Source: an optimization exercise on an open RTL-to-GDS flow (aim: small area). Production flows keep margins and buffers that such runs may drop.
RTL that was checked went through simulation tests only; none was proved equivalent to the original.
No activity file was given, so power comes from the tool's default toggle rates.

==> flow/design.v <==
module lane_array_serializer #(
   parameter  int LANES      = 16,
   parameter  int WIDTH      = 32,
   parameter  int BEAT_LANES = 4,
   localparam int BEATS      = LANES / BEAT_LANES,
   localparam int BIDX_W     = (BEATS > 1) ? $clog2(BEATS) : 1
) (
   input  logic                        clk,
   input  logic                        rst_n,
   input  logic                        in_valid,
   output logic                        in_ready,
   input  logic [LANES*WIDTH-1:0]      in_data,
   input  logic [LANES-1:0]            in_mask,
   output logic                        out_valid,
   input  logic                        out_ready,
   output logic [BEAT_LANES*WIDTH-1:0] out_data,
   output logic [BEAT_LANES-1:0]       out_mask,
   output logic [BIDX_W-1:0]           out_beat,
   output logic                        out_last,
   output logic                        busy
);
   generate
      if (LANES % BEAT_LANES != 0) begin : g_bad_cfg
         $fatal(1, "lane_array_serializer: LANES must be a multiple of BEAT_LANES");
      end
   endgenerate
   logic                   busy_q;
   logic [BIDX_W-1:0]      beat_q;
   logic [LANES*WIDTH-1:0] held_q;
   logic [LANES-1:0]       hmask_q;
   logic                   last, accept;
   assign last     = (beat_q == BIDX_W'(BEATS - 1));
   assign in_ready = !busy_q || (last && out_ready);
   assign accept   = in_valid && in_ready;
   always_ff @(posedge clk or negedge rst_n) begin
      if (!rst_n) busy_q <= 1'b0;
      else        busy_q <= accept || keep;
   end
   always_ff @(posedge clk) begin
      if (accept)                 beat_q <= '0;
      else if (busy_q && out_ready) beat_q <= beat_q + 1'b1;
   end
   logic keep;
   assign keep = busy_q && !(last && out_ready);
   for (genvar b = 0; b < LANES*WIDTH; b++) begin : g_held
      lane_array_serializer_hold u_bit (.clk(clk), .load(accept), .keep(keep), .d(in_data[b]), .q(held_q[b]));
   end
   for (genvar b = 0; b < LANES; b++) begin : g_hmask
      lane_array_serializer_hold u_bit (.clk(clk), .load(accept), .keep(keep), .d(in_mask[b]), .q(hmask_q[b]));
   end
   logic [LANES-1:0] sel;
   always_comb begin
      out_mask = '0;
      for (int k = 0; k < BEATS; k++) begin
         for (int j = 0; j < BEAT_LANES; j++) begin
            sel[k*BEAT_LANES+j] = (beat_q == BIDX_W'(k)) && hmask_q[k*BEAT_LANES+j];
            if (beat_q == BIDX_W'(k)) out_mask[j] = hmask_q[k*BEAT_LANES+j];
         end
      end
   end
   always_comb begin
      out_data = '0;
      for (int k = 0; k < BEATS; k++)
         for (int j = 0; j < BEAT_LANES; j++)
            out_data[j*WIDTH +: WIDTH] = out_data[j*WIDTH +: WIDTH]
                                       | ({WIDTH{sel[k*BEAT_LANES+j]}} & held_q[(k*BEAT_LANES+j)*WIDTH +: WIDTH]);
   end
   assign out_valid = busy_q;
   assign busy      = busy_q;
   assign out_beat  = beat_q;
   assign out_last  = last;
endmodule
module lane_array_serializer_hold (
   input  logic clk,
   input  logic load,
   input  logic keep,
   input  logic d,
   output logic q
);
   always_ff @(posedge clk) q <= (load & d) | (keep & q);
endmodule
clock: 4.0 ns
lec_check: 0
cap_margin: 20
core_margin: 2
core_utilization: 40
slew_margin: 20
synth_hierarchical: 1
synth_minimum_keep_size: 0
standard.sh (not shown) runs the stock make flow with config.mk's settings and CLKGATE_MAP_FILE= SYNTH_SCRIPT=/design/flow/synth_recipe.tcl, a recipe that flattens the netlist after the stock synthesis.
==> flow/flow/run.sh <==
#!/bin/bash
# Standard layout, with the port buffers made from the smallest buffer cell and a leaner clock tree.
set -o pipefail
export BUFFER_PORTS_ARGS="-buffer_cell sky130_fd_sc_hd__buf_1"
export CTS_ARGS="-sink_clustering_enable -repair_clock_nets -dont_use_dummy_load -buf_list {sky130_fd_sc_hd__clkbuf_8} -sink_clustering_size 18 -sink_clustering_max_diameter 60"
bash standard.sh > standard.log 2>&1
==> next run, changes <==
--- a/flow/design.v
+++ b/flow/design.v
@@ -56,16 +56,21 @@
             sel[k*BEAT_LANES+j] = (beat_q == BIDX_W'(k)) && hmask_q[k*BEAT_LANES+j];
             if (beat_q == BIDX_W'(k)) out_mask[j] = hmask_q[k*BEAT_LANES+j];
          end
       end
    end
-   always_comb begin
-      out_data = '0;
-      for (int k = 0; k < BEATS; k++)
-         for (int j = 0; j < BEAT_LANES; j++)
-            out_data[j*WIDTH +: WIDTH] = out_data[j*WIDTH +: WIDTH]
-                                       | ({WIDTH{sel[k*BEAT_LANES+j]}} & held_q[(k*BEAT_LANES+j)*WIDTH +: WIDTH]);
+   for (genvar j = 0; j < BEAT_LANES; j++) begin : g_olane
+      for (genvar i = 0; i < WIDTH; i++) begin : g_obit
+         logic [BEATS-1:0] s, d;
+         for (genvar k = 0; k < BEATS; k++) begin : g_src
+            assign s[k] = sel[k*BEAT_LANES+j];
+            assign d[k] = held_q[(k*BEAT_LANES+j)*WIDTH+i];
+         end
+         logic y3_n;
+         lane_array_serializer_pick_n #(.N(BEATS-1)) u_pick (.s(s[BEATS-2:0]), .d(d[BEATS-2:0]), .y_n(y3_n));
+         assign out_data[j*WIDTH+i] = !y3_n || (s[BEATS-1] && d[BEATS-1]);
+      end
    end
    assign out_valid = busy_q;
    assign busy      = busy_q;
    assign out_beat  = beat_q;
    assign out_last  = last;
@@ -77,5 +82,14 @@
    input  logic d,
    output logic q
 );
    always_ff @(posedge clk) q <= (load & d) | (keep & q);
 endmodule
+module lane_array_serializer_pick_n #(
+   parameter int N = 3
+) (
+   input  logic [N-1:0] s,
+   input  logic [N-1:0] d,
+   output logic         y_n
+);
+   assign y_n = !(|(s & d));
+endmodule
Outcome: Routed wire length falls by 2.3%; combinational power rises by 6.3%; setup slack is better by 0.062 ns; clock skew rises by 0.0083 ns; synthesized area falls by 2.5%; worst hold slack is better by 0.0058 ns; clock power stays flat; design area falls by 0.75%; power rises by 1.4%; die area falls by 2.5%; sequential power is about the same; global-route usage rises by 0.29 points; final cell count barely changes.
Only the layout flow was run in the first run of this note; the RTL was not checked for function there.

* * *

Setup of 12-25:
lane_array_serializer with an RTL version that a note above also has.
For scale: roughly 1500 cells after synthesis, ~530 flip-flops, ~18000 um2 of cells after synthesis.
==> module lane_array_serializer, before the edit <==
module lane_array_serializer #(
   parameter  int LANES      = 16,
   parameter  int WIDTH      = 32,
   parameter  int BEAT_LANES = 4,
   localparam int BEATS      = LANES / BEAT_LANES,
   localparam int BIDX_W     = (BEATS > 1) ? $clog2(BEATS) : 1
) (
   input  logic                        clk,
   input  logic                        rst_n,
   input  logic                        in_valid,
   output logic                        in_ready,
   input  logic [LANES*WIDTH-1:0]      in_data,
   input  logic [LANES-1:0]            in_mask,
   output logic                        out_valid,
   input  logic                        out_ready,
   output logic [BEAT_LANES*WIDTH-1:0] out_data,
   output logic [BEAT_LANES-1:0]       out_mask,
   output logic [BIDX_W-1:0]           out_beat,
   output logic                        out_last,
   output logic                        busy
);
   generate
      if (LANES % BEAT_LANES != 0) begin : g_bad_cfg
         $fatal(1, "lane_array_serializer: LANES must be a multiple of BEAT_LANES");
      end
   endgenerate
   logic                   busy_q;
   logic [BIDX_W-1:0]      beat_q;
   logic [LANES*WIDTH-1:0] held_q;
   logic [LANES-1:0]       hmask_q;
   logic                   last, accept;
   assign last     = (beat_q == BIDX_W'(BEATS - 1));
   assign in_ready = !busy_q || (last && out_ready);
   assign accept   = in_valid && in_ready;
   always_ff @(posedge clk or negedge rst_n) begin
      if (!rst_n) busy_q <= 1'b0;
      else        busy_q <= accept || keep;
   end
   always_ff @(posedge clk) begin
      if (accept)                 beat_q <= '0;
      else if (busy_q && out_ready) beat_q <= beat_q + 1'b1;
   end
   logic keep;
   assign keep = busy_q && !(last && out_ready);
   for (genvar b = 0; b < LANES*WIDTH; b++) begin : g_held
      lane_array_serializer_hold u_bit (.clk(clk), .load(accept), .keep(keep), .d(in_data[b]), .q(held_q[b]));
   end
   for (genvar b = 0; b < LANES; b++) begin : g_hmask
      lane_array_serializer_hold u_bit (.clk(clk), .load(accept), .keep(keep), .d(in_mask[b]), .q(hmask_q[b]));
   end
   logic [LANES-1:0] sel;
   always_comb begin
      out_mask = '0;
      for (int k = 0; k < BEATS; k++) begin
         for (int j = 0; j < BEAT_LANES; j++) begin
            sel[k*BEAT_LANES+j] = (beat_q == BIDX_W'(k)) && hmask_q[k*BEAT_LANES+j];
            if (beat_q == BIDX_W'(k)) out_mask[j] = hmask_q[k*BEAT_LANES+j];
         end
      end
   end
   for (genvar j = 0; j < BEAT_LANES; j++) begin : g_olane
      for (genvar i = 0; i < WIDTH; i++) begin : g_obit
         logic [BEATS-1:0] s, d;
         for (genvar k = 0; k < BEATS; k++) begin : g_src
            assign s[k] = sel[k*BEAT_LANES+j];
            assign d[k] = held_q[(k*BEAT_LANES+j)*WIDTH+i];
         end
         logic y3_n;
         lane_array_serializer_pick_n #(.N(BEATS-1)) u_pick (.s(s[BEATS-2:0]), .d(d[BEATS-2:0]), .y_n(y3_n));
         assign out_data[j*WIDTH+i] = !y3_n || (s[BEATS-1] && d[BEATS-1]);
      end
   end
   assign out_valid = busy_q;
   assign busy      = busy_q;
   assign out_beat  = beat_q;
   assign out_last  = last;
endmodule
==> flow/config.mk <==
export PLATFORM = sky130hd
export DESIGN_NAME = lane_array_serializer
export DESIGN_NICKNAME = lane_array_serializer
export VERILOG_FILES = /design/flow/design.v
export SDC_FILE = /design/flow/constraint.sdc
export NUM_CORES = 4
export LEC_CHECK = 0
export CAP_MARGIN = 20
export CORE_MARGIN = 2
export CORE_UTILIZATION = 55
export SLEW_MARGIN = 20
export SYNTH_HIERARCHICAL = 1
export SYNTH_MINIMUM_KEEP_SIZE = 0
==> flow/constraint.sdc <==
create_clock -name core_clock -period 4.0 [get_ports {clk}]
set_input_delay 0.8000 -clock core_clock [delete_from_list [all_inputs] [get_ports {clk}]]
set_output_delay 0.8000 -clock core_clock [all_outputs]
set_load 0.01 [all_outputs]
==> flow/flow/run.sh <==
#!/bin/bash
# Standard layout, with the port buffers made from the smallest buffer cell, a leaner clock tree,
# and pins allowed on every routing track so that a denser core still has room for them.
set -o pipefail
export BUFFER_PORTS_ARGS="-buffer_cell sky130_fd_sc_hd__buf_1"
export CTS_ARGS="-sink_clustering_enable -repair_clock_nets -dont_use_dummy_load -buf_list {sky130_fd_sc_hd__clkbuf_8} -sink_clustering_size 18 -sink_clustering_max_diameter 60"
export PLACE_PINS_ARGS="-min_distance 1 -min_distance_in_tracks"
bash standard.sh > standard.log 2>&1
--- input diff 12-25..07-18 ---
--- a/flow/design.v
+++ b/flow/design.v
@@ -41,11 +41,20 @@
       else if (busy_q && out_ready) beat_q <= beat_q + 1'b1;
    end
    logic keep;
    assign keep = busy_q && !(last && out_ready);
-   for (genvar b = 0; b < LANES*WIDTH; b++) begin : g_held
+   localparam int NLAST = BEAT_LANES*WIDTH;
+   logic [NLAST-1:0] held_last_n;
+   logic             accept_n;
+   assign accept_n = !accept;
+   for (genvar b = 0; b < LANES*WIDTH - NLAST; b++) begin : g_held
       lane_array_serializer_hold u_bit (.clk(clk), .load(accept), .keep(keep), .d(in_data[b]), .q(held_q[b]));
    end
+   for (genvar b = 0; b < NLAST; b++) begin : g_held_last
+      lane_array_serializer_hold_n u_bit (.clk(clk), .load_n(accept_n), .keep(keep), .d(in_data[LANES*WIDTH-NLAST+b]),
+                                          .q_n(held_last_n[b]));
+   end
+   assign held_q[LANES*WIDTH-1 -: NLAST] = ~held_last_n;
    for (genvar b = 0; b < LANES; b++) begin : g_hmask
       lane_array_serializer_hold u_bit (.clk(clk), .load(accept), .keep(keep), .d(in_mask[b]), .q(hmask_q[b]));
    end
    logic [LANES-1:0] sel;
@@ -57,8 +66,10 @@
             if (beat_q == BIDX_W'(k)) out_mask[j] = hmask_q[k*BEAT_LANES+j];
          end
       end
    end
+   logic [BEAT_LANES-1:0] sel_last_n;
+   assign sel_last_n = ~sel[LANES-1 -: BEAT_LANES];
    for (genvar j = 0; j < BEAT_LANES; j++) begin : g_olane
       for (genvar i = 0; i < WIDTH; i++) begin : g_obit
          logic [BEATS-1:0] s, d;
          for (genvar k = 0; k < BEATS; k++) begin : g_src
@@ -66,9 +77,10 @@
             assign d[k] = held_q[(k*BEAT_LANES+j)*WIDTH+i];
          end
          logic y3_n;
          lane_array_serializer_pick_n #(.N(BEATS-1)) u_pick (.s(s[BEATS-2:0]), .d(d[BEATS-2:0]), .y_n(y3_n));
-         assign out_data[j*WIDTH+i] = !y3_n || (s[BEATS-1] && d[BEATS-1]);
+         lane_array_serializer_pick_last u_last (.y3_n(y3_n), .s_n(sel_last_n[j]),
+                                                 .d_n(held_last_n[j*WIDTH+i]), .y(out_data[j*WIDTH+i]));
       end
    end
    assign out_valid = busy_q;
    assign busy      = busy_q;
@@ -92,4 +104,30 @@
    output logic         y_n
 );
    assign y_n = !(|(s & d));
 endmodule
+module lane_array_serializer_hold_n (
+   input  logic clk,
+   input  logic load_n,
+   input  logic keep,
+   input  logic d,
+   output logic q_n
+);
+   logic kq_n;    
+   lane_array_serializer_nand2 u_kq (.a(keep), .b(q_n), .y(kq_n));
+   always_ff @(posedge clk) q_n <= !((load_n | d) & kq_n);
+endmodule
+module lane_array_serializer_nand2 (
+   input  logic a,
+   input  logic b,
+   output logic y
+);
+   assign y = !(a & b);
+endmodule
+module lane_array_serializer_pick_last (
+   input  logic y3_n,
+   input  logic s_n,
+   input  logic d_n,
+   output logic y
+);
+   assign y = !((s_n | d_n) & y3_n);
+endmodule
Notes after the runs:
Between 07-18 and 12-25, it is 07-18 whose average size of a mapped cell is lower, by 1.1%.
Looking at area of the die, 07-18 sits 910 um2 lower than 12-25 does.
The storage element area on 07-18 is in line with that on 12-25.
Average routed wire per standard cell, 07-18 and 12-25: smaller value in 12-25
Wire: 07-18 routes less than 12-25

* * *

Another version of the RTL of lane_array_serializer (not shown whole).
==> module lane_array_serializer, before the edit <==
module lane_array_serializer #(
   parameter  int LANES      = 16,
   parameter  int WIDTH      = 32,
   parameter  int BEAT_LANES = 4,
   localparam int BEATS      = LANES / BEAT_LANES,
   localparam int BIDX_W     = (BEATS > 1) ? $clog2(BEATS) : 1
) (
   input  logic                        clk,
   input  logic                        rst_n,
   input  logic                        in_valid,
   output logic                        in_ready,
   input  logic [LANES*WIDTH-1:0]      in_data,
   input  logic [LANES-1:0]            in_mask,
   output logic                        out_valid,
   input  logic                        out_ready,
   output logic [BEAT_LANES*WIDTH-1:0] out_data,
   output logic [BEAT_LANES-1:0]       out_mask,
   output logic [BIDX_W-1:0]           out_beat,
   output logic                        out_last,
   output logic                        busy
);
   generate
      if (LANES % BEAT_LANES != 0) begin : g_bad_cfg
         $fatal(1, "lane_array_serializer: LANES must be a multiple of BEAT_LANES");
      end
      if (BEATS != 4) begin : g_bad_beats
         $fatal(1, "lane_array_serializer: this implementation needs exactly four beats per vector");
      end
   endgenerate
   localparam int BW = BEAT_LANES*WIDTH;    
   logic                    busy_q;
   logic [BIDX_W-1:0]       beat_q;
   logic                    last, accept, keep, adv, okeep;
   logic [BEATS-1:0] beat_is;
   lane_array_serializer_dec2 u_dec (.b(beat_q), .y(beat_is));
   assign last     = beat_is[BEATS-1];
   assign in_ready = !busy_q || (last && out_ready);
   assign accept   = in_valid && in_ready;
   assign keep     = busy_q && !(last && out_ready);
   assign adv      = busy_q && out_ready && !last;
   assign okeep    = busy_q && !out_ready;
   always_ff @(posedge clk or negedge rst_n) begin
      if (!rst_n) busy_q <= 1'b0;
      else        busy_q <= accept || keep;
   end
   logic [BIDX_W-1:0] beat_inc;
   assign beat_inc = {beat_q[1] ^ beat_q[0], !beat_q[0]};
   always_ff @(posedge clk) begin
      if (accept)   beat_q <= '0;
      else if (adv) beat_q <= beat_inc;
   end
   logic [BW-1:0]         h1;
   logic [2*BW-1:0]       h23_n;
   logic [LANES-1:BEAT_LANES] hmask_q;
   logic                  accept_n;
   assign accept_n = !accept;
   for (genvar b = 0; b < BW; b++) begin : g_h1
      lane_array_serializer_hold u_bit (.clk(clk), .load(accept), .keep(keep), .d(in_data[BW+b]), .q(h1[b]));
   end
   for (genvar b = 0; b < 2*BW; b++) begin : g_h23
      lane_array_serializer_hold_n u_bit (.clk(clk), .load_n(accept_n), .keep(keep), .d(in_data[2*BW+b]), .q_n(h23_n[b]));
   end
   for (genvar b = BEAT_LANES; b < LANES; b++) begin : g_hmask
      lane_array_serializer_hold u_bit (.clk(clk), .load(accept), .keep(keep), .d(in_mask[b]), .q(hmask_q[b]));
   end
   logic [BEAT_LANES-1:0] s_in, s_1, s_2_n, s_3_n;
   logic [BEAT_LANES-1:0] omask_q;
   for (genvar j = 0; j < BEAT_LANES; j++) begin : g_osel
      assign s_in[j]  = accept && in_mask[j];
      assign s_1[j]   = adv && beat_is[0] && hmask_q[BEAT_LANES+j];
      assign s_2_n[j] = !(adv && beat_is[1] && hmask_q[2*BEAT_LANES+j]);
      assign s_3_n[j] = !(adv && beat_is[2] && hmask_q[3*BEAT_LANES+j]);
      always_ff @(posedge clk) begin
         omask_q[j] <= (accept && in_mask[j])
                    || (adv && beat_is[0] && hmask_q[BEAT_LANES+j])
                    || (adv && beat_is[1] && hmask_q[2*BEAT_LANES+j])
                    || (adv && beat_is[2] && hmask_q[3*BEAT_LANES+j])
                    || (okeep && omask_q[j]);
      end
      for (genvar i = 0; i < WIDTH; i++) begin : g_obit
         localparam int B = j*WIDTH + i;
         lane_array_serializer_obit u_bit (
            .clk(clk), .s_in(s_in[j]), .d_in(in_data[B]), .s_1(s_1[j]), .d_1(h1[B]), .s_keep(okeep),
            .s_2_n(s_2_n[j]), .d_2_n(h23_n[B]), .s_3_n(s_3_n[j]), .d_3_n(h23_n[BW+B]), .q(out_data[B]));
      end
   end
   assign out_valid = busy_q;
   assign busy      = busy_q;
   assign out_mask  = omask_q;
   assign out_beat  = beat_q;
   assign out_last  = last;
endmodule
==> module lane_array_serializer_dec2, before the edit <==
module lane_array_serializer_dec2 (
   input  logic [1:0] b,
   output logic [3:0] y
);
   assign y = 4'b0001 << b;
endmodule
==> flow/config.mk <==
export PLATFORM = sky130hd
export DESIGN_NAME = lane_array_serializer
export DESIGN_NICKNAME = lane_array_serializer
export VERILOG_FILES = /design/flow/design.v
export SDC_FILE = /design/flow/constraint.sdc
export NUM_CORES = 4
export LEC_CHECK = 0
export CAP_MARGIN = 20
export CORE_MARGIN = 2
export CORE_UTILIZATION = 55
export SLEW_MARGIN = 20
export SYNTH_HIERARCHICAL = 1
export SYNTH_MINIMUM_KEEP_SIZE = 0
==> flow/constraint.sdc <==
create_clock -name core_clock -period 4.0 [get_ports {clk}]
set_input_delay 0.8000 -clock core_clock [delete_from_list [all_inputs] [get_ports {clk}]]
set_output_delay 0.8000 -clock core_clock [all_outputs]
set_load 0.01 [all_outputs]
==> flow/flow/run.sh <==
#!/bin/bash
# Standard layout, with: combinational cells from synthesis set to their smallest drive strength before
# floorplanning; port buffers made from the smallest buffer cell; a leaner clock tree; pins allowed on every
# routing track so that a denser core still has room for them.
set -o pipefail
export PRE_FLOORPLAN_TCL="$PWD/flow/downsize.tcl"
export BUFFER_PORTS_ARGS="-buffer_cell sky130_fd_sc_hd__buf_1"
export CTS_ARGS="-sink_clustering_enable -repair_clock_nets -dont_use_dummy_load -buf_list {sky130_fd_sc_hd__clkbuf_8} -sink_clustering_size 18 -sink_clustering_max_diameter 60"
export PLACE_PINS_ARGS="-min_distance 1 -min_distance_in_tracks"
bash standard.sh > standard.log 2>&1
==> flow/flow/downsize.tcl <==
# Before floorplanning: set every combinational cell from synthesis to the smallest drive strength of its
# kind (same function and pins); the later repair steps upsize where timing or slew needs it.
proc ds_is_comb { master } {
  foreach mt [$master getMTerms] {
    if {[$mt getName] in {CLK CLK_N GATE GATE_N}} { return 0 }
  }
  return 1
}
set ds_dont_use [expr {[info exists ::env(DONT_USE_CELLS)] ? $::env(DONT_USE_CELLS) : ""}]
set n 0
foreach inst [[ord::get_db_block] getInsts] {
  set master [$inst getMaster]
  set name [$master getName]
  if {![regexp {^(sky130_fd_sc_hd__[a-z0-9]+)_([0-9]+)$} $name -> base drive]} { continue }
  if {![ds_is_comb $master]} { continue }
  if {[string match "*clk*" $base] || [string match "*conb*" $base]} { continue }
  set best $name
  set best_w [$master getWidth]
  foreach d {0 1 2} {
    set cand ${base}_$d
    if {$cand eq $name || $cand in $ds_dont_use} { continue }
    set cm [[ord::get_db] findMaster $cand]
    if {$cm eq "NULL"} { continue }
    if {[get_lib_cells -quiet */$cand] eq ""} { continue }
    if {[$cm getWidth] < $best_w} { set best $cand; set best_m $cm; set best_w [$cm getWidth] }
  }
  if {$best ne $name} {
    $inst swapMaster $best_m
    incr n
  }
}
puts "downsize.tcl: $n cells set to a smaller drive strength"
Rerun with:
--- a/flow/design.v
+++ b/flow/design.v
@@ -28,29 +28,25 @@
       end
    endgenerate
    localparam int BW = BEAT_LANES*WIDTH;    
    logic                    busy_q;
    logic [BIDX_W-1:0]       beat_q;
    logic                    last, accept, keep, adv, okeep;
-   logic [BEATS-1:0] beat_is;
-   lane_array_serializer_dec2 u_dec (.b(beat_q), .y(beat_is));
-   assign last     = beat_is[BEATS-1];
+   assign last     = (beat_q == BIDX_W'(BEATS - 1));
    assign in_ready = !busy_q || (last && out_ready);
    assign accept   = in_valid && in_ready;
    assign keep     = busy_q && !(last && out_ready);
    assign adv      = busy_q && out_ready && !last;
    assign okeep    = busy_q && !out_ready;
    always_ff @(posedge clk or negedge rst_n) begin
       if (!rst_n) busy_q <= 1'b0;
       else        busy_q <= accept || keep;
    end
-   logic [BIDX_W-1:0] beat_inc;
-   assign beat_inc = {beat_q[1] ^ beat_q[0], !beat_q[0]};
    always_ff @(posedge clk) begin
       if (accept)   beat_q <= '0;
-      else if (adv) beat_q <= beat_inc;
+      else if (adv) beat_q <= beat_q + 1'b1;
    end
    logic [BW-1:0]         h1;
    logic [2*BW-1:0]       h23_n;
    logic [LANES-1:BEAT_LANES] hmask_q;
    logic                  accept_n;
    assign accept_n = !accept;
@@ -64,20 +60,20 @@
       lane_array_serializer_hold u_bit (.clk(clk), .load(accept), .keep(keep), .d(in_mask[b]), .q(hmask_q[b]));
    end
    logic [BEAT_LANES-1:0] s_in, s_1, s_2_n, s_3_n;
    logic [BEAT_LANES-1:0] omask_q;
    for (genvar j = 0; j < BEAT_LANES; j++) begin : g_osel
       assign s_in[j]  = accept && in_mask[j];
-      assign s_1[j]   = adv && beat_is[0] && hmask_q[BEAT_LANES+j];
-      assign s_2_n[j] = !(adv && beat_is[1] && hmask_q[2*BEAT_LANES+j]);
-      assign s_3_n[j] = !(adv && beat_is[2] && hmask_q[3*BEAT_LANES+j]);
+      assign s_1[j]   = adv && (beat_q == BIDX_W'(0)) && hmask_q[BEAT_LANES+j];
+      assign s_2_n[j] = !(adv && (beat_q == BIDX_W'(1)) && hmask_q[2*BEAT_LANES+j]);
+      assign s_3_n[j] = !(adv && (beat_q == BIDX_W'(2)) && hmask_q[3*BEAT_LANES+j]);
       always_ff @(posedge clk) begin
          omask_q[j] <= (accept && in_mask[j])
-                    || (adv && beat_is[0] && hmask_q[BEAT_LANES+j])
-                    || (adv && beat_is[1] && hmask_q[2*BEAT_LANES+j])
-                    || (adv && beat_is[2] && hmask_q[3*BEAT_LANES+j])
+                    || (adv && (beat_q == BIDX_W'(0)) && hmask_q[BEAT_LANES+j])
+                    || (adv && (beat_q == BIDX_W'(1)) && hmask_q[2*BEAT_LANES+j])
+                    || (adv && (beat_q == BIDX_W'(2)) && hmask_q[3*BEAT_LANES+j])
                     || (okeep && omask_q[j]);
       end
       for (genvar i = 0; i < WIDTH; i++) begin : g_obit
          localparam int B = j*WIDTH + i;
          lane_array_serializer_obit u_bit (
             .clk(clk), .s_in(s_in[j]), .d_in(in_data[B]), .s_1(s_1[j]), .d_1(h1[B]), .s_keep(okeep),
@@ -145,12 +141,6 @@
 module lane_array_serializer_aoi222 (
    input  logic a1, a2, b1, b2, c1, c2,
    output logic y
 );
    assign y = !((a1 & a2) | (b1 & b2) | (c1 & c2));
 endmodule
-module lane_array_serializer_dec2 (
-   input  logic [1:0] b,
-   output logic [3:0] y
-);
-   assign y = 4'b0001 << b;
-endmodule
After rerunning: The changed run produced a clean layout; combinational power rose by about 3%; clock-buffer cell count shrinks by 1; core utilization is about the same; sequential cell count stays the same; global-route usage is higher by 0.29 points; total power is higher by 0.79%; worst hold slack improved by 12 ps; critical path depth decreases by 2; routed wire length is higher by 0.94%; clock power falls by about 2%; register-to-register slack gains 60 ps; via count barely changes; sequential share of layout area stays flat.

## what the ideal ports hide
The results above use ideal ports. As a check the final layouts listed here were re-extracted and re-timed, cells and wires unchanged. Step 1 sets driving cells, clkbuf_16 on the clock port and buf_2 on the other inputs (assumed; they add their load-dependent delay and slew). Step 2 also shifts input and output timing later by t, the mid clock arrival at the registers, as if the neighbouring blocks saw the same clock. Three values: ideal, step 1, step 2; two values: the first two.
run	t, ns	setup slack, ns	worst setup path at the end	worst register clock-pin slew, ns	worst slew at a driven data input, ns
the first run of note 1	0.657	0.303 / 0.250 / 0.907	register to output	0.12 / 0.12	0.16
the second run of note 1	0.657	0.365 / 0.311 / 0.968	register to output	0.11 / 0.11	0.14
12-25	0.605	0.359 / 0.308 / 0.913	register to output	0.11 / 0.11	0.11
07-18	0.609	0.356 / 0.307 / 0.917	register to output	0.11 / 0.11	0.12
the first run of note 3	0.608	1.251 / 1.251 / 0.862	input to register	0.11 / 0.11	0.11
the second run of note 3	0.603	1.202 / 1.152 / 0.931	input to register	0.11 / 0.11	0.12
After both steps every run listed still meets setup and hold. For the first run of note 3, which loses most, drivers alone change the setup slack by 0.000 ns; drivers and shift together by -0.389 ns.
